From an optimization exercise on the open Yosys and OpenROAD flow, aimed at small area, a short achievable clock period and few clock cycles per item; shortcuts taken in it are not production practice. No functional check of the RTL was part of any run shown here. Power and IR drop assume default switching activity.

==> flow/design.v, too long to show whole: its modules and the start of the top module <==
// module mac_fa: 10 lines
// module mac_aoi21: 3 lines
// module mac_oai21: 3 lines
// module mac_nand2: 3 lines
// module mac_nor2: 3 lines
// module mac_xnor2: 3 lines
// module mac_or2: 3 lines
// module mac_ha: 9 lines
// module wallace_mac: 1997 lines
module wallace_mac (
    input  wire        clk,
    input  wire        arst_n,
    input  wire        req,
    output logic       ack,
    input  wire [15:0] a,
    input  wire [15:0] b,
    input  wire [31:0] acc,
    input  wire        cin,
    output logic [32:0] result
);
  // ...
==> flow/flow/run.sh <==
#!/bin/bash
# The standard layout (the standard.sh: ORFS synthesis and place and route,
# unchanged), except that the port buffers that global placement inserts on
# every input and output use a plain buffer cell rather than the delay cell
# the resizer would pick by default.
set -euo pipefail
export BUFFER_PORTS_ARGS="-buffer_cell ${PORT_BUFFER:-sky130_fd_sc_hd__buf_2}"
bash standard.sh > standard_flow.log 2>&1
==> flow/standard.sh <==
#!/bin/bash
# synth_recipe.tcl (not shown) runs the flow's synth.tcl, then flattens the netlist and writes it again
# the make line also repeats each setting of config.mk as NAME=value (left out here)
make -C /OpenROAD-flow-scripts/flow DESIGN_CONFIG=/design/flow/config.mk WORK_HOME=/design/flow/orfs CLKGATE_MAP_FILE= SYNTH_SCRIPT=/design/flow/synth_recipe.tcl "${@:-finish}"
==> flow/config.mk <==
export PLATFORM = sky130hd
export DESIGN_NAME = wallace_mac
export DESIGN_NICKNAME = wallace_mac
export VERILOG_FILES = /design/flow/design.v
export SDC_FILE = /design/flow/constraint.sdc
export NUM_CORES = 4
export LEC_CHECK = 0
export CAP_MARGIN = 20
export CORE_MARGIN = 2
export CORE_UTILIZATION = 40
export CTS_BUF_LIST = sky130_fd_sc_hd__clkbuf_8
export SETUP_SLACK_MARGIN = 2.1
export SLEW_MARGIN = 20
export SYNTH_HIERARCHICAL = 1
export SYNTH_MINIMUM_KEEP_SIZE = 0
==> flow/constraint.sdc <==
create_clock -name core_clock -period 6.0 [get_ports {clk}]
set_input_delay 1.2000 -clock core_clock [delete_from_list [all_inputs] [get_ports {clk}]]
set_output_delay 1.2000 -clock core_clock [all_outputs]
set_load 0.01 [all_outputs]
==> summary.txt, run 1 <==
- The cell family contributing the most delay on the critical path is adder cells.
- The flow ran to the end and the layout has no timing, DRC or antenna violations.
- The count of buffers added on input and output ports is 101.
- The total of flip-flops plus latches after synthesis is 66.
- After detailed routing, the average wire length per cell comes to 17.80 um.
- The met3 track demand over resource in global routing is 5.036%.
- The number of signal-net inverters in the final layout is 77.
- Once routing completed, OpenROAD measured the worst setup slack at 2099 ps.
- The post-synthesis compound-gate area fraction is 6.125%.
- By area the synthesized netlist is led by sky130_fd_sc_hd__fa_1 46%, sky130_fd_sc_hd__dfxtp_1 13%, sky130_fd_sc_hd__nand2_1 10%.
- The clock buffer and inverter area fraction after layout is 2.023%.
- The layout cell share with drive strength beyond 1 is 25.33%.
- The clock passes through at most 2 buffers.
- The number of tap cells added at floorplan is 324.
- The switching part of the total power is 49.48%.
- The remaining global-route overflow is 0.
- Hold timing on the final database bottoms out at a slack of 588.1 ps.
- The synthesized netlist occupies a cell area of 9826 um2.
- The multi-input combinational cell area is 7537 um2.
- The via count of the first global-routing pass is 6997.
- The overall power of the completed layout is 6153 uW.
- The worst path in the final design needs a cycle of 3901 ps, including I/O delays and setup.
- In the synthesized netlist, mux cells make up 0% of the area.
- The number of buffers and inverters on the critical path is 3.
- The hold-fix buffer count after cts is 0.
- The most common cell after layout, fill and taps aside is sky130_fd_sc_hd__nand2_1.
- The count of nets left with antenna violations once routing finished came out at 0.
- Clock-pin slew was measured on the worst setup and hold paths at 80 ps.
- The synthesized netlist contains 16 unique library cells.
- The multi-input combinational gate total is 705.
- The worst path required time is 4800 ps.
- The post-detailed-placement half-perimeter wirelength is 18.02 mm.
- Before antenna repair, the detailed router went through 5 iterations.
- The count of inserted antenna diode cells is 1.
- Power spread over the standard cell area amounts to 588.8 nW/um2.
- The count of endpoints failing hold in the final timing report is 0.
- After Yosys synthesis, and, or, nand and nor cells account for 13.01% of the synthesized area.
- The number of antenna violations at the first check in global routing was 1.
- Counting plain and timing-repair buffers in the layout gives 107.
- The top cell types in the final layout, fill and taps aside, are 265 x sky130_fd_sc_hd__nand2_1, 208 x sky130_fd_sc_hd__fa_1, 77 x sky130_fd_sc_hd__inv_1.
- The standby leakage power is 0.004073 uW.
- For this design the top-level I/O count stands at 102.
- The worst-case headroom to the max-slew limit is 61.61%.
- The number of gates resized after cts is 28.
- The share of synthesized registers carrying an async set or reset is 1.515%.
==> inputs of run 2 (changes only) <==
--- a/flow/design.v
+++ b/flow/design.v
@@ -1103,61 +1103,63 @@
     wire s_25;
     wire s_26;
     wire s_27;
     wire s_28;
     wire s_29;
     wire s_30;
     wire s_31;
     wire s_32;
+    logic r_fs_141;
+    logic r_fc_181;
+    logic r_fs_182;
+    logic r_fs_143;
+    logic r_fc_182;
+    logic r_fs_183;
     logic r_fs_145;
     logic r_fc_183;
     logic r_fs_184;
     logic r_fs_147;
     logic r_fc_184;
     logic r_fs_185;
     logic r_fs_149;
     logic r_fc_185;
     logic r_fs_186;
     logic r_fs_151;
     logic r_fc_186;
     logic r_fs_187;
     logic r_fs_153;
     logic r_fc_187;
     logic r_fs_188;
-    logic r_fc_153;
-    logic r_fs_189;
+    logic r_fs_155;
     logic r_fc_188;
+    logic r_fs_189;
     logic r_fc_155;
-    logic r_fs_190;
     logic r_fc_189;
+    logic r_fs_190;
     logic r_fc_157;
     logic r_fs_191;
     logic r_fc_190;
     logic r_fs_199;
     logic r_fc_203;
     logic r_fs_204;
     logic r_fc_204;
     logic r_fs_205;
     logic r_fc_205;
     logic r_fs_206;
     logic r_fc_206;
     logic r_fs_207;
     logic r_fc_207;
     logic r_fs_208;
     logic r_fc_208;
-    logic r_fs_209;
-    logic r_fc_209;
-    logic r_fs_210;
-    logic r_fc_210;
     logic r_fs_219;
-    logic r_fs_220;
     logic r_fc_219;
-    logic r_fs_221;
+    logic r_fs_220;
     logic r_fc_220;
+    logic r_fs_221;
     logic r_fs_222;
     logic r_fc_221;
     logic r_fs_223;
     logic r_fc_222;
     logic r_fs_224;
     logic r_fc_223;
     logic r_fs_225;
     logic r_fc_224;
@@ -1564,35 +1566,35 @@
     mac_fa u_fa_90 (.x(fs_35), .y(fs_36), .z(fs_37), .s(fs_90), .c(fc_90));
     mac_xnor2 u_ha_6s (.a(fc_34), .b(fs_38), .y(hs_6));
     mac_or2 u_ha_6c (.a(fc_34), .b(fs_38), .y(hc_6));
     mac_fa u_fa_91 (.x(fc_35), .y(fc_36), .z(fc_37), .s(fs_91), .c(fc_91));
     mac_fa u_fa_92 (.x(fs_39), .y(fs_40), .z(fc_38), .s(fs_92), .c(fc_92));
     mac_xnor2 u_ha_7s (.a(fs_41), .b(fs_42), .y(hs_7));
     mac_or2 u_ha_7c (.a(fs_41), .b(fs_42), .y(hc_7));
     mac_fa u_fa_93 (.x(fc_39), .y(fc_40), .z(fs_43), .s(fs_93), .c(fc_93));
-    mac_fa u_fa_94 (.x(fs_44), .y(fc_41), .z(fc_42), .s(fs_94), .c(fc_94));
+    mac_fa u_fa_94 (.x(fc_41), .y(fs_44), .z(fc_42), .s(fs_94), .c(fc_94));
     mac_xnor2 u_ha_8s (.a(fs_45), .b(fs_46), .y(hs_8));
     mac_or2 u_ha_8c (.a(fs_45), .b(fs_46), .y(hc_8));
     mac_fa u_fa_95 (.x(fc_43), .y(fs_47), .z(fc_44), .s(fs_95), .c(fc_95));
     mac_fa u_fa_96 (.x(fc_45), .y(fc_46), .z(fs_48), .s(fs_96), .c(fc_96));
     mac_xnor2 u_ha_9s (.a(fs_49), .b(fs_50), .y(hs_9));
     mac_or2 u_ha_9c (.a(fs_49), .b(fs_50), .y(hc_9));
     mac_fa u_fa_97 (.x(fc_47), .y(fs_51), .z(fs_52), .s(fs_97), .c(fc_97));
     mac_fa u_fa_98 (.x(fs_17), .y(fc_48), .z(fc_49), .s(fs_98), .c(fc_98));
     mac_fa u_fa_99 (.x(fc_50), .y(fs_53), .z(fs_54), .s(fs_99), .c(fc_99));
     mac_fa u_fa_100 (.x(fc_51), .y(fc_52), .z(fs_55), .s(fs_100), .c(fc_100));
-    mac_fa u_fa_101 (.x(fs_56), .y(fs_19), .z(fs_57), .s(fs_101), .c(fc_101));
-    mac_fa u_fa_102 (.x(fc_53), .y(fc_54), .z(fs_58), .s(fs_102), .c(fc_102));
+    mac_fa u_fa_101 (.x(fs_56), .y(fs_19), .z(fc_53), .s(fs_101), .c(fc_101));
+    mac_fa u_fa_102 (.x(fs_57), .y(fc_54), .z(fs_58), .s(fs_102), .c(fc_102));
     mac_fa u_fa_103 (.x(fc_55), .y(fc_56), .z(fs_59), .s(fs_103), .c(fc_103));
     mac_fa u_fa_104 (.x(fs_60), .y(fs_61), .z(fs_20), .s(fs_104), .c(fc_104));
     mac_fa u_fa_105 (.x(fc_57), .y(fc_58), .z(fs_62), .s(fs_105), .c(fc_105));
     mac_fa u_fa_106 (.x(fc_59), .y(fc_60), .z(fc_61), .s(fs_106), .c(fc_106));
-    mac_fa u_fa_107 (.x(fs_63), .y(fs_64), .z(fs_65), .s(fs_107), .c(fc_107));
-    mac_fa u_fa_108 (.x(fs_66), .y(fc_20), .z(fc_62), .s(fs_108), .c(fc_108));
+    mac_fa u_fa_107 (.x(fc_20), .y(fs_63), .z(fs_64), .s(fs_107), .c(fc_107));
+    mac_fa u_fa_108 (.x(fs_65), .y(fs_66), .z(fc_62), .s(fs_108), .c(fc_108));
     mac_fa u_fa_109 (.x(pp_14_7), .y(pp_15_6), .z(fc_63), .s(fs_109), .c(fc_109));
     mac_fa u_fa_110 (.x(fc_64), .y(fc_65), .z(fc_66), .s(fs_110), .c(fc_110));
     mac_fa u_fa_111 (.x(fs_67), .y(fs_68), .z(fs_69), .s(fs_111), .c(fc_111));
     mac_fa u_fa_112 (.x(pp_12_10), .y(pp_13_9), .z(pp_14_8), .s(fs_112), .c(fc_112));
     mac_fa u_fa_113 (.x(pp_15_7), .y(fc_67), .z(fc_68), .s(fs_113), .c(fc_113));
     mac_fa u_fa_114 (.x(fc_69), .y(fs_70), .z(fs_71), .s(fs_114), .c(fc_114));
     mac_fa u_fa_115 (.x(pp_10_13), .y(pp_11_12), .z(pp_12_11), .s(fs_115), .c(fc_115));
     mac_fa u_fa_116 (.x(pp_13_10), .y(pp_14_9), .z(pp_15_8), .s(fs_116), .c(fc_116));
@@ -1630,30 +1632,30 @@
     mac_fa u_fa_142 (.x(fc_89), .y(fc_90), .z(fs_91), .s(fs_142), .c(fc_142));
     mac_fa u_fa_143 (.x(hc_6), .y(hs_7), .z(fs_92), .s(fs_143), .c(fc_143));
     mac_fa u_fa_144 (.x(fc_91), .y(fs_93), .z(hc_7), .s(fs_144), .c(fc_144));
     mac_fa u_fa_145 (.x(hs_8), .y(fc_92), .z(fs_94), .s(fs_145), .c(fc_145));
     mac_fa u_fa_146 (.x(fc_93), .y(fs_95), .z(hc_8), .s(fs_146), .c(fc_146));
     mac_fa u_fa_147 (.x(hs_9), .y(fc_94), .z(fs_96), .s(fs_147), .c(fc_147));
     mac_fa u_fa_148 (.x(fs_97), .y(fc_95), .z(hc_9), .s(fs_148), .c(fc_148));
     mac_fa u_fa_149 (.x(fc_96), .y(fs_98), .z(fs_99), .s(fs_149), .c(fc_149));
-    mac_fa u_fa_150 (.x(fc_97), .y(fs_100), .z(fs_101), .s(fs_150), .c(fc_150));
-    mac_fa u_fa_151 (.x(fc_98), .y(fc_99), .z(fs_102), .s(fs_151), .c(fc_151));
+    mac_fa u_fa_150 (.x(fc_97), .y(fs_100), .z(fc_98), .s(fs_150), .c(fc_150));
+    mac_fa u_fa_151 (.x(fs_101), .y(fc_99), .z(fs_102), .s(fs_151), .c(fc_151));
     mac_fa u_fa_152 (.x(fc_100), .y(fs_103), .z(fs_104), .s(fs_152), .c(fc_152));
     mac_fa u_fa_153 (.x(fc_101), .y(fc_102), .z(fs_105), .s(fs_153), .c(fc_153));
     mac_fa u_fa_154 (.x(fc_103), .y(fc_104), .z(fs_106), .s(fs_154), .c(fc_154));
-    mac_fa u_fa_155 (.x(fs_107), .y(fs_108), .z(fc_105), .s(fs_155), .c(fc_155));
-    mac_fa u_fa_156 (.x(fs_109), .y(fc_106), .z(fc_107), .s(fs_156), .c(fc_156));
+    mac_fa u_fa_155 (.x(fs_107), .y(fc_105), .z(fs_108), .s(fs_155), .c(fc_155));
+    mac_fa u_fa_156 (.x(fc_106), .y(fs_109), .z(fc_107), .s(fs_156), .c(fc_156));
     mac_fa u_fa_157 (.x(fs_110), .y(fs_111), .z(fc_108), .s(fs_157), .c(fc_157));
     mac_fa u_fa_158 (.x(fs_112), .y(fc_109), .z(fc_110), .s(fs_158), .c(fc_158));
     mac_fa u_fa_159 (.x(fc_111), .y(fs_113), .z(fs_114), .s(fs_159), .c(fc_159));
     mac_fa u_fa_160 (.x(fc_112), .y(fs_115), .z(fs_116), .s(fs_160), .c(fc_160));
     mac_fa u_fa_161 (.x(fc_113), .y(fc_114), .z(fs_117), .s(fs_161), .c(fc_161));
     mac_fa u_fa_162 (.x(fc_115), .y(fc_116), .z(fs_118), .s(fs_162), .c(fc_162));
-    mac_fa u_fa_163 (.x(fs_119), .y(fs_120), .z(fc_117), .s(fs_163), .c(fc_163));
+    mac_fa u_fa_163 (.x(fs_119), .y(fc_117), .z(fs_120), .s(fs_163), .c(fc_163));
     mac_fa u_fa_164 (.x(pp_15_10), .y(fc_118), .z(fc_119), .s(fs_164), .c(fc_164));
     mac_fa u_fa_165 (.x(fs_121), .y(fs_122), .z(fc_120), .s(fs_165), .c(fc_165));
     mac_fa u_fa_166 (.x(pp_13_13), .y(pp_14_12), .z(pp_15_11), .s(fs_166), .c(fc_166));
     mac_fa u_fa_167 (.x(fc_121), .y(fc_122), .z(fs_123), .s(fs_167), .c(fc_167));
     mac_fa u_fa_168 (.x(nacc_27), .y(pp_12_15), .z(pp_13_14), .s(fs_168), .c(fc_168));
     mac_fa u_fa_169 (.x(pp_14_13), .y(pp_15_12), .z(fc_123), .s(fs_169), .c(fc_169));
     mac_fa u_fa_170 (.x(nacc_28), .y(pp_13_15), .z(pp_14_14), .s(fs_170), .c(fc_170));
     mac_fa u_fa_171 (.x(nacc_2), .y(pp_0_2), .z(pp_1_1), .s(fs_171), .c(fc_171));
@@ -1665,55 +1667,53 @@
     mac_fa u_fa_177 (.x(hc_12), .y(fc_129), .z(fs_130), .s(fs_177), .c(fc_177));
     mac_fa u_fa_178 (.x(fc_130), .y(fs_132), .z(fc_131), .s(fs_178), .c(fc_178));
     mac_fa u_fa_179 (.x(fc_132), .y(fs_134), .z(fc_133), .s(fs_179), .c(fc_179));
     mac_fa u_fa_180 (.x(fc_134), .y(fs_136), .z(fc_135), .s(fs_180), .c(fc_180));
     mac_fa u_fa_181 (.x(fc_136), .y(fc_137), .z(fs_138), .s(fs_181), .c(fc_181));
     mac_fa u_fa_182 (.x(fc_138), .y(fs_140), .z(fc_139), .s(fs_182), .c(fc_182));
     mac_fa u_fa_183 (.x(fc_140), .y(fs_142), .z(fc_141), .s(fs_183), .c(fc_183));
     mac_fa u_fa_184 (.x(fc_142), .y(fs_144), .z(fc_143), .s(fs_184), .c(fc_184));
-    mac_fa u_fa_185 (.x(fc_144), .y(fs_146), .z(fc_145), .s(fs_185), .c(fc_185));
+    mac_fa u_fa_185 (.x(fc_144), .y(fc_145), .z(fs_146), .s(fs_185), .c(fc_185));
     mac_fa u_fa_186 (.x(fc_146), .y(fs_148), .z(fc_147), .s(fs_186), .c(fc_186));
-    mac_fa u_fa_187 (.x(fs_150), .y(fc_148), .z(fc_149), .s(fs_187), .c(fc_187));
+    mac_fa u_fa_187 (.x(fc_148), .y(fs_150), .z(fc_149), .s(fs_187), .c(fc_187));
     mac_fa u_fa_188 (.x(fs_152), .y(fc_150), .z(fc_151), .s(fs_188), .c(fc_188));
-    mac_fa u_fa_189 (.x(fc_152), .y(fs_154), .z(fs_155), .s(fs_189), .c(fc_189));
+    mac_fa u_fa_189 (.x(fc_152), .y(fs_154), .z(fc_153), .s(fs_189), .c(fc_189));
     mac_fa u_fa_190 (.x(fc_154), .y(fs_156), .z(fs_157), .s(fs_190), .c(fc_190));
-    mac_fa u_fa_191 (.x(fs_158), .y(fc_156), .z(fs_159), .s(fs_191), .c(fc_191));
+    mac_fa u_fa_191 (.x(fc_156), .y(fs_158), .z(fs_159), .s(fs_191), .c(fc_191));
     mac_fa u_fa_192 (.x(fs_160), .y(fc_158), .z(fc_159), .s(fs_192), .c(fc_192));
-    mac_fa u_fa_193 (.x(fc_160), .y(fs_162), .z(fs_163), .s(fs_193), .c(fc_193));
+    mac_fa u_fa_193 (.x(fc_160), .y(fs_162), .z(fc_161), .s(fs_193), .c(fc_193));
     mac_fa u_fa_194 (.x(fc_162), .y(fs_164), .z(fs_165), .s(fs_194), .c(fc_194));
     mac_fa u_fa_195 (.x(fs_166), .y(fc_164), .z(fs_167), .s(fs_195), .c(fc_195));
-    mac_fa u_fa_196 (.x(fc_166), .y(fs_168), .z(fs_169), .s(fs_196), .c(fc_196));
+    mac_fa u_fa_196 (.x(fc_166), .y(fs_168), .z(fc_167), .s(fs_196), .c(fc_196));
     mac_fa u_fa_197 (.x(pp_15_13), .y(fc_168), .z(fs_170), .s(fs_197), .c(fc_197));
     mac_fa u_fa_198 (.x(nacc_29), .y(pp_14_15), .z(pp_15_14), .s(fs_198), .c(fc_198));
     mac_fa u_fa_199 (.x(nacc_0), .y(ncin), .z(pp_0_0), .s(fs_199), .c(fc_199));
     mac_fa u_fa_200 (.x(nacc_1), .y(pp_0_1), .z(pp_1_0), .s(fs_200), .c(fc_200));
     mac_xnor2 u_ha_13s (.a(pp_2_0), .b(fs_171), .y(hs_13));
     mac_or2 u_ha_13c (.a(pp_2_0), .b(fs_171), .y(hc_13));
     mac_xnor2 u_ha_14s (.a(fc_171), .b(fs_172), .y(hs_14));
     mac_or2 u_ha_14c (.a(fc_171), .b(fs_172), .y(hc_14));
     mac_xnor2 u_ha_15s (.a(fc_172), .b(fs_173), .y(hs_15));
     mac_or2 u_ha_15c (.a(fc_172), .b(fs_173), .y(hc_15));
     mac_fa u_fa_201 (.x(hs_10), .y(fc_173), .z(fs_174), .s(fs_201), .c(fc_201));
-    mac_fa u_fa_202 (.x(fs_128), .y(fc_174), .z(fs_175), .s(fs_202), .c(fc_202));
+    mac_fa u_fa_202 (.x(fc_174), .y(fs_128), .z(fs_175), .s(fs_202), .c(fc_202));
     mac_fa u_fa_203 (.x(fs_129), .y(fc_175), .z(fs_176), .s(fs_203), .c(fc_203));
-    mac_fa u_fa_204 (.x(fs_131), .y(fc_176), .z(fs_177), .s(fs_204), .c(fc_204));
-    mac_fa u_fa_205 (.x(fs_133), .y(fc_177), .z(fs_178), .s(fs_205), .c(fc_205));
+    mac_fa u_fa_204 (.x(fc_176), .y(fs_131), .z(fs_177), .s(fs_204), .c(fc_204));
+    mac_fa u_fa_205 (.x(fc_177), .y(fs_133), .z(fs_178), .s(fs_205), .c(fc_205));
     mac_fa u_fa_206 (.x(fs_135), .y(fc_178), .z(fs_179), .s(fs_206), .c(fc_206));
     mac_fa u_fa_207 (.x(fs_137), .y(fc_179), .z(fs_180), .s(fs_207), .c(fc_207));
     mac_fa u_fa_208 (.x(fs_139), .y(fc_180), .z(fs_181), .s(fs_208), .c(fc_208));
-    mac_fa u_fa_209 (.x(fs_141), .y(fc_181), .z(fs_182), .s(fs_209), .c(fc_209));
-    mac_fa u_fa_210 (.x(fs_143), .y(fc_182), .z(fs_183), .s(fs_210), .c(fc_210));
-    mac_fa u_fa_219 (.x(fs_161), .y(fs_192), .z(fc_191), .s(fs_219), .c(fc_219));
-    mac_fa u_fa_220 (.x(fc_161), .y(fs_193), .z(fc_192), .s(fs_220), .c(fc_220));
-    mac_fa u_fa_221 (.x(fc_163), .y(fs_194), .z(fc_193), .s(fs_221), .c(fc_221));
+    mac_fa u_fa_219 (.x(fs_161), .y(fc_191), .z(fs_192), .s(fs_219), .c(fc_219));
+    mac_fa u_fa_220 (.x(fs_163), .y(fc_192), .z(fs_193), .s(fs_220), .c(fc_220));
+    mac_fa u_fa_221 (.x(fc_163), .y(fc_193), .z(fs_194), .s(fs_221), .c(fc_221));
     mac_fa u_fa_222 (.x(fc_165), .y(fs_195), .z(fc_194), .s(fs_222), .c(fc_222));
-    mac_fa u_fa_223 (.x(fc_167), .y(fs_196), .z(fc_195), .s(fs_223), .c(fc_223));
+    mac_fa u_fa_223 (.x(fs_169), .y(fc_195), .z(fs_196), .s(fs_223), .c(fc_223));
     mac_fa u_fa_224 (.x(fc_169), .y(fs_197), .z(fc_196), .s(fs_224), .c(fc_224));
-    mac_fa u_fa_225 (.x(fs_198), .y(fc_170), .z(fc_197), .s(fs_225), .c(fc_225));
+    mac_fa u_fa_225 (.x(fc_170), .y(fs_198), .z(fc_197), .s(fs_225), .c(fc_225));
     mac_fa u_fa_226 (.x(nacc_30), .y(pp_15_15), .z(fc_198), .s(fs_226), .c(fc_226));
     assign g0_1 = fc_199 & fs_200;
     assign p0_1 = fc_199 ^ fs_200;
     assign g0_2 = fc_200 & hs_13;
     assign p0_2 = fc_200 ^ hs_13;
     assign g0_3 = hc_13 & hs_14;
     assign p0_3 = hc_13 ^ hs_14;
     assign g0_4 = hc_14 & hs_15;
@@ -1748,61 +1748,63 @@
     mac_aoi21 u_G3_7 (.a(P2_7), .b(G2_3), .c(G2_7), .y(G3_7));
     assign s_2 = ~(p0_2 ^ G1_1);
     assign s_3 = p0_3 ^ G2_2;
     assign s_4 = ~(p0_4 ^ G2_3);
     assign s_5 = p0_5 ^ G3_4;
     assign s_6 = p0_6 ^ G3_5;
     assign s_7 = p0_7 ^ G3_6;
     always_ff @(posedge clk) begin
+        r_fs_141 <= fs_141;
+        r_fc_181 <= fc_181;
+        r_fs_182 <= fs_182;
+        r_fs_143 <= fs_143;
+        r_fc_182 <= fc_182;
+        r_fs_183 <= fs_183;
         r_fs_145 <= fs_145;
         r_fc_183 <= fc_183;
         r_fs_184 <= fs_184;
         r_fs_147 <= fs_147;
         r_fc_184 <= fc_184;
         r_fs_185 <= fs_185;
         r_fs_149 <= fs_149;
         r_fc_185 <= fc_185;
         r_fs_186 <= fs_186;
         r_fs_151 <= fs_151;
         r_fc_186 <= fc_186;
         r_fs_187 <= fs_187;
         r_fs_153 <= fs_153;
         r_fc_187 <= fc_187;
         r_fs_188 <= fs_188;
-        r_fc_153 <= fc_153;
-        r_fs_189 <= fs_189;
+        r_fs_155 <= fs_155;
         r_fc_188 <= fc_188;
+        r_fs_189 <= fs_189;
         r_fc_155 <= fc_155;
-        r_fs_190 <= fs_190;
         r_fc_189 <= fc_189;
+        r_fs_190 <= fs_190;
         r_fc_157 <= fc_157;
         r_fs_191 <= fs_191;
         r_fc_190 <= fc_190;
         r_fs_199 <= fs_199;
         r_fc_203 <= fc_203;
         r_fs_204 <= fs_204;
         r_fc_204 <= fc_204;
         r_fs_205 <= fs_205;
         r_fc_205 <= fc_205;
         r_fs_206 <= fs_206;
         r_fc_206 <= fc_206;
         r_fs_207 <= fs_207;
         r_fc_207 <= fc_207;
         r_fs_208 <= fs_208;
         r_fc_208 <= fc_208;
-        r_fs_209 <= fs_209;
-        r_fc_209 <= fc_209;
-        r_fs_210 <= fs_210;
-        r_fc_210 <= fc_210;
         r_fs_219 <= fs_219;
-        r_fs_220 <= fs_220;
         r_fc_219 <= fc_219;
-        r_fs_221 <= fs_221;
+        r_fs_220 <= fs_220;
         r_fc_220 <= fc_220;
+        r_fs_221 <= fs_221;
         r_fs_222 <= fs_222;
         r_fc_221 <= fc_221;
         r_fs_223 <= fs_223;
         r_fc_222 <= fc_222;
         r_fs_224 <= fs_224;
         r_fc_223 <= fc_223;
         r_fs_225 <= fs_225;
         r_fc_224 <= fc_224;
@@ -1814,61 +1816,63 @@
         r_p0_1 <= p0_1;
         r_s_2 <= s_2;
         r_s_3 <= s_3;
         r_s_4 <= s_4;
         r_s_5 <= s_5;
         r_s_6 <= s_6;
         r_s_7 <= s_7;
     end
+    mac_fa u_fa_209 (.x(r_fs_141), .y(r_fc_181), .z(r_fs_182), .s(fs_209), .c(fc_209));
+    mac_fa u_fa_210 (.x(r_fs_143), .y(r_fc_182), .z(r_fs_183), .s(fs_210), .c(fc_210));
     mac_fa u_fa_211 (.x(r_fs_145), .y(r_fc_183), .z(r_fs_184), .s(fs_211), .c(fc_211));
     mac_fa u_fa_212 (.x(r_fs_147), .y(r_fc_184), .z(r_fs_185), .s(fs_212), .c(fc_212));
     mac_fa u_fa_213 (.x(r_fs_149), .y(r_fc_185), .z(r_fs_186), .s(fs_213), .c(fc_213));
     mac_fa u_fa_214 (.x(r_fs_151), .y(r_fc_186), .z(r_fs_187), .s(fs_214), .c(fc_214));
     mac_fa u_fa_215 (.x(r_fs_153), .y(r_fc_187), .z(r_fs_188), .s(fs_215), .c(fc_215));
-    mac_fa u_fa_216 (.x(r_fc_153), .y(r_fs_189), .z(r_fc_188), .s(fs_216), .c(fc_216));
-    mac_fa u_fa_217 (.x(r_fc_155), .y(r_fs_190), .z(r_fc_189), .s(fs_217), .c(fc_217));
+    mac_fa u_fa_216 (.x(r_fs_155), .y(r_fc_188), .z(r_fs_189), .s(fs_216), .c(fc_216));
+    mac_fa u_fa_217 (.x(r_fc_155), .y(r_fc_189), .z(r_fs_190), .s(fs_217), .c(fc_217));
     mac_fa u_fa_218 (.x(r_fc_157), .y(r_fs_191), .z(r_fc_190), .s(fs_218), .c(fc_218));
     assign p0_0 = ~r_fs_199;
     assign g0_8 = r_fc_203 & r_fs_204;
     assign p0_8 = r_fc_203 ^ r_fs_204;
     assign g0_9 = r_fc_204 & r_fs_205;
     assign p0_9 = r_fc_204 ^ r_fs_205;
     assign g0_10 = r_fc_205 & r_fs_206;
     assign p0_10 = r_fc_205 ^ r_fs_206;
     assign g0_11 = r_fc_206 & r_fs_207;
     assign p0_11 = r_fc_206 ^ r_fs_207;
     assign g0_12 = r_fc_207 & r_fs_208;
     assign p0_12 = r_fc_207 ^ r_fs_208;
-    assign g0_13 = r_fc_208 & r_fs_209;
-    assign p0_13 = r_fc_208 ^ r_fs_209;
-    assign g0_14 = r_fc_209 & r_fs_210;
-    assign p0_14 = r_fc_209 ^ r_fs_210;
-    assign g0_15 = r_fc_210 & fs_211;
-    assign p0_15 = r_fc_210 ^ fs_211;
+    assign g0_13 = r_fc_208 & fs_209;
+    assign p0_13 = r_fc_208 ^ fs_209;
+    assign g0_14 = fc_209 & fs_210;
+    assign p0_14 = fc_209 ^ fs_210;
+    assign g0_15 = fc_210 & fs_211;
+    assign p0_15 = fc_210 ^ fs_211;
     assign g0_16 = fc_211 & fs_212;
     assign p0_16 = fc_211 ^ fs_212;
     assign g0_17 = fc_212 & fs_213;
     assign p0_17 = fc_212 ^ fs_213;
     assign g0_18 = fc_213 & fs_214;
     assign p0_18 = fc_213 ^ fs_214;
     assign g0_19 = fc_214 & fs_215;
     assign p0_19 = fc_214 ^ fs_215;
-    assign g0_20 = fs_216 & fc_215;
-    assign p0_20 = fs_216 ^ fc_215;
-    assign g0_21 = fs_217 & fc_216;
-    assign p0_21 = fs_217 ^ fc_216;
+    assign g0_20 = fc_215 & fs_216;
+    assign p0_20 = fc_215 ^ fs_216;
+    assign g0_21 = fc_216 & fs_217;
+    assign p0_21 = fc_216 ^ fs_217;
     assign g0_22 = fs_218 & fc_217;
     assign p0_22 = fs_218 ^ fc_217;
-    assign g0_23 = r_fs_219 & fc_218;
-    assign p0_23 = r_fs_219 ^ fc_218;
-    assign g0_24 = r_fs_220 & r_fc_219;
-    assign p0_24 = r_fs_220 ^ r_fc_219;
-    assign g0_25 = r_fs_221 & r_fc_220;
-    assign p0_25 = r_fs_221 ^ r_fc_220;
+    assign g0_23 = fc_218 & r_fs_219;
+    assign p0_23 = fc_218 ^ r_fs_219;
+    assign g0_24 = r_fc_219 & r_fs_220;
+    assign p0_24 = r_fc_219 ^ r_fs_220;
+    assign g0_25 = r_fc_220 & r_fs_221;
+    assign p0_25 = r_fc_220 ^ r_fs_221;
     assign g0_26 = r_fs_222 & r_fc_221;
     assign p0_26 = r_fs_222 ^ r_fc_221;
     assign g0_27 = r_fs_223 & r_fc_222;
     assign p0_27 = r_fs_223 ^ r_fc_222;
     assign g0_28 = r_fs_224 & r_fc_223;
     assign p0_28 = r_fs_224 ^ r_fc_223;
     assign g0_29 = r_fs_225 & r_fc_224;
     assign p0_29 = r_fs_225 ^ r_fc_224;
==> flow/config.mk (replaced) <==
export PLATFORM = sky130hd
export DESIGN_NAME = wallace_mac
export DESIGN_NICKNAME = wallace_mac
export VERILOG_FILES = /design/flow/design.v
export SDC_FILE = /design/flow/constraint.sdc
export NUM_CORES = 4
export LEC_CHECK = 0
export CAP_MARGIN = 20
export CORE_MARGIN = 2
export CORE_UTILIZATION = 40
export CTS_BUF_LIST = sky130_fd_sc_hd__clkbuf_8
export SETUP_SLACK_MARGIN = 2.0
export SLEW_MARGIN = 20
export SYNTH_HIERARCHICAL = 1
export SYNTH_MINIMUM_KEEP_SIZE = 0
==> run 2 against run 1 <==
  * Still clean on timing, DRC and antenna
  * Critical path depth stayed put
  * Flip-flop and latch count is 2 higher
  * Synthesized cell count is 0.21% higher
  * Largest cell class unchanged
  * Largest power group unchanged
==> summary.txt, run 2 <==
- The worst-case headroom to the max-slew limit is 63.13% (+1.5 points).
- In the routed design, unresolved DRC markers number 0.
- The average wire per standard cell is 17.21 um (-3.3%).
- In this run, synthesis inferred 0 flip-flops with an integrated enable.
- The first element of the critical path is r_fs_145$_DFF_P_.
- The via count of the first global-routing pass is 6625 (-5.3%).
- The clock transition at the registers of the reported paths is 80 ps (about the same).
- The area share of the largest cell type after synthesis is 45.86%.
- The sequential element share of the synthesized area is 13.85%.
- The data arrival at the endpoint of the critical path is 2730 ps.
- At the end of routability-driven placement, the weighted congestion stood at 0.8770.
- The first global-routing pass estimated 35.49 mm of wire.
- The floorplan die width is 161.1 um.
- The remaining global-route overflow was 0 (unchanged).
- Setup violations remaining at the end of the flow were counted as 0.
- The number of buffers on the longest clock path is 2 (unchanged).
- The first-pass detailed-route iteration total was 5 (unchanged).
- The synthesized area is 9866 um2 (+0.41%).
- The commonest cells after synthesis are 274 x sky130_fd_sc_hd__nand2_1, 226 x sky130_fd_sc_hd__fa_1, 77 x sky130_fd_sc_hd__inv_1.
- The multi-input combinational cell area was 7503 um2 (-0.45%).
- The area growth from synthesis to final layout is 5.986%.
- The floorplan step set the die height to 161.1 um.
- The count of nets left with antenna violations after detail routing is 0 (unchanged).
- STA classifies the critical path endpoint as a primary output.
- The library cells used most frequently in the layout, excluding fill and tap cells, are 270 x sky130_fd_sc_hd__nand2_1, 225 x sky130_fd_sc_hd__fa_1, 89 x sky130_fd_sc_hd__buf_2.
- Detailed routing placed a total of 10.99 mm of wire on met2.
- The total of buffers placed on input and output ports is 101 (unchanged).
- Timing would allow up to 254.3 MHz.
- In the synthesized netlist the dominant register cell turns out to be sky130_fd_sc_hd__dfxtp_1.
- The setup path with the least slack is of type reg -> out.
- The routed design has 22.42 mm of wire.
- The cell area power density is 650.5 nW/um2 (+10%).
- The standby leakage power is 0.004098 uW (+0.60%).
- The gate count of the mapped netlist is 946.
- The final critical-path setup slack is 2068 ps (-31.24 ps).
- The standard-cell row count is 57.
- Of the available clock period, the critical path in the final layout requires 65.54%.
- By area the synthesized netlist is led by sky130_fd_sc_hd__fa_1 46%, sky130_fd_sc_hd__dfxtp_1 14%, sky130_fd_sc_hd__nand2_1 10%.
- The tree is rooted in a sky130_fd_sc_hd__clkbuf_8.
- Registers take 1369 um2.
- The layout cell share with drive strength beyond 1 is 23.11% (-2.2 points).
- The total via count after detailed routing is 6316.
- The total number of yosys warnings is 7.
- The share of synthesized registers carrying an async set or reset is 1.471% (-0.045 points).
- The final net count is 1301.
- IR analysis of the VDD net gives a maximum drop of 422.6 uV.
- When the netlist entered floorplanning its net count stood at 1274.
- The CTS tree is built.
- The count of boundary I/O pins was 102 (unchanged).
- The post-detailed-placement half-perimeter wirelength came to 17.52 mm (-2.8%).
- The time the worst path needs with I/O delays and setup came to 3932 ps (+31.24 ps).
- For the pin with the worst max-slew slack, the measured transition is 549.4 ps.
- The core region is 24250 um2.
- Yosys instantiated no cell more often than sky130_fd_sc_hd__nand2_1.
- The count of endpoints failing hold in the final timing report is 0 (unchanged).
- The number of pins exceeding their max-slew limit in the final report is 0.
- The run finished with no timing, DRC or antenna violations.
- The biggest area contributor in the post-synthesis netlist is sky130_fd_sc_hd__fa_1.
- In this run the worst path has a maximum fanout of 8.
- The detailed router put a total of 9.675 mm of wire on met1.
- The number of filler cells placed in the layout is 2407.
- After detailed routing, no signal wire sits above met4.
- The critical path capture point is result[30].
- The number of antenna violations at the first check in global routing came to 1 (unchanged).
- The wire length on met3 is 1.436 mm.
- For the final routed database, the setup TNS stands at 0 ps.
- The die area is 25940 um2.
- The tightest min-delay check is of the in -> async type.
- The starting utilization of the core area is 40.69%.
- In the routed layout, each cell is associated on average with a via count of 4.847.
- The library cell used most frequently in the layout, excluding fill and tap cells, is sky130_fd_sc_hd__nand2_1.
- The average instance in the mapped netlist occupies 10.43 um2.
- The worst setup slack after placement is 1708 ps.
- The post-synthesis cell type count is 16 (unchanged).
- The total of flip-flops plus latches after synthesis was 68 (+3.0%).
- The maximum level of the CTS H-tree is 3.
- STA classifies the critical path startpoint as a flop.
- The worst path required time came to 4800 ps (about the same).
- The aggregate global-route resource usage is 17.75%.
- Entering global routing, the biggest net connects 18 pins.
- The hold-fix buffer count after cts was 0 (unchanged).
- The number of maximum-capacitance constraint violations is 0.
- The violation count after the first detailed-route iteration is 334.
- Setup repair after global routing could not meet its margin everywhere.
- For this design, the sink count on the clock tree is 68.
- Buffers inserted during clock tree synthesis total 9.
-- run 2: cell count changes after synthesis, sizes merged --
cell	change
dfxtp	+2
-- run 2: power by group --
group          internal [uW]  switching [uW]
registers                690             103
logic                   2540            3060
clock network            206             200
total                   3430            3370
-- run 2: worst min path at each step --
stage          depth (start not counted)   start       endpoint
2_1_floorplan                          0  arst_n  ack$_DFF_PN0_
3_3_place_gp                           1  arst_n  ack$_DFF_PN0_
3_5_place_dp                           1  arst_n  ack$_DFF_PN0_
4_1_cts                                1  arst_n  ack$_DFF_PN0_
5_1_grt                                1  arst_n  ack$_DFF_PN0_
6_report                               1  arst_n  ack$_DFF_PN0_
-- run 2: Yosys stat by module, one instance, submodules excluded, excerpt --
| module | times used | cells inside |
|---|---|---|
| wallace_mac | 1 | 562 |
| mac_oai21 | 24 | 1 |
| mac_or2 | 15 | 1 |
| mac_xnor2 | 15 | 1 |
| mac_aoi21 | 55 | 1 |
| mac_nor2 | 15 | 1 |
| mac_nand2 | 34 | 1 |
-- run 2: cell type report --
class,count,area share [%]
antenna,1,0.02393
tap,324,3.877
clock buffer,10,1.316
multi-input combinational,705,71.76
clock inverter,6,0.6821
timing repair buffer,112,6.486
inverter,77,2.764
sequential,68,13.09
-- run 2: metrics by stage --
step	area [um2]	power [uW]	utilization (%)	hold slack, ps	instances
final	10460	6802	43.12	582.6	1303
after global routing	10450	7509	43.11	564.3	1302
after CTS	10080	5834	41.56	565.5	1292
after global placement	9829	5225	40.54	974.6	1275
after detailed placement	9829	5286	40.54	976.8	1275
after floorplan	9897	4727	-	904.4	946
-- run 2: timing repair --
item	in CTS	in global routing
resized for setup	7	49
pin swaps	1	12
buffers inserted	0	8
endpoints found under the setup margin	12	17
gates cloned	1	2
-- run 2: logic make-up after synthesis --
| kind of cell | Yosys count | synth area share, % |
|---|---|---|
| simple gates | 320 | 12.96 |
| fa+ha+maj | 260 | 50.17 |
| buf+inv | 174 | 12.92 |
| compound gates | 79 | 6.100 |
| flops | 68 | 13.85 |
| xor+xnor | 45 | 3.995 |
-- run 2: metal layers --
metal	track usage, %	up-vias
li1	-	2842
met1	24.84	3241
met2	29.11	210
met3	3.133	23
met4	3.937	0
met5	0	-
-- run 2: critical path, cell delays in order, from the launching register on --
cell and delay [ps]:
sky130_fd_sc_hd__dfxtp_2 330, sky130_fd_sc_hd__fa_1 590, sky130_fd_sc_hd__ha_4 230, sky130_fd_sc_hd__a21oi_2 130
sky130_fd_sc_hd__o21ai_2 70, sky130_fd_sc_hd__a21oi_2 150, sky130_fd_sc_hd__o21ai_4 80, sky130_fd_sc_hd__buf_12 160
sky130_fd_sc_hd__clkbuf_16 180, sky130_fd_sc_hd__a21oi_4 130, sky130_fd_sc_hd__xor2_1 150, sky130_fd_sc_hd__buf_2 150

[what the ideal ports hide]
The flow's constraints put no driver on any port. The routed layouts listed below were extracted and timed again, unchanged, in two steps.
Step 1: set_driving_cell puts a clkbuf_16 on clk and a buf_2 on each other input, an assumption about the parent block.
Step 2 times the ports against the registers' clock, not the clock port: input delays grow and output delays shrink by t, the midpoint of the rising clock arrivals with the driver on.
Slacks: ideal / step 1 / step 2; pairs: ideal / step 1.
run	t (ns)	setup slack, ns	worst setup path at the end	clock arrival spread, ns	worst slew at a driven data input, ns
run 1	0.413	2.099 / 2.054 / 1.747	input to register	0.019 / 0.020	0.08
run 2	0.415	2.068 / 2.023 / 1.733	input to register	0.017 / 0.016	0.06
After both steps setup and hold are still met in every run listed. For run 1, which loses most, drivers alone change the setup slack by -0.045 ns; drivers and shift together by -0.352 ns.
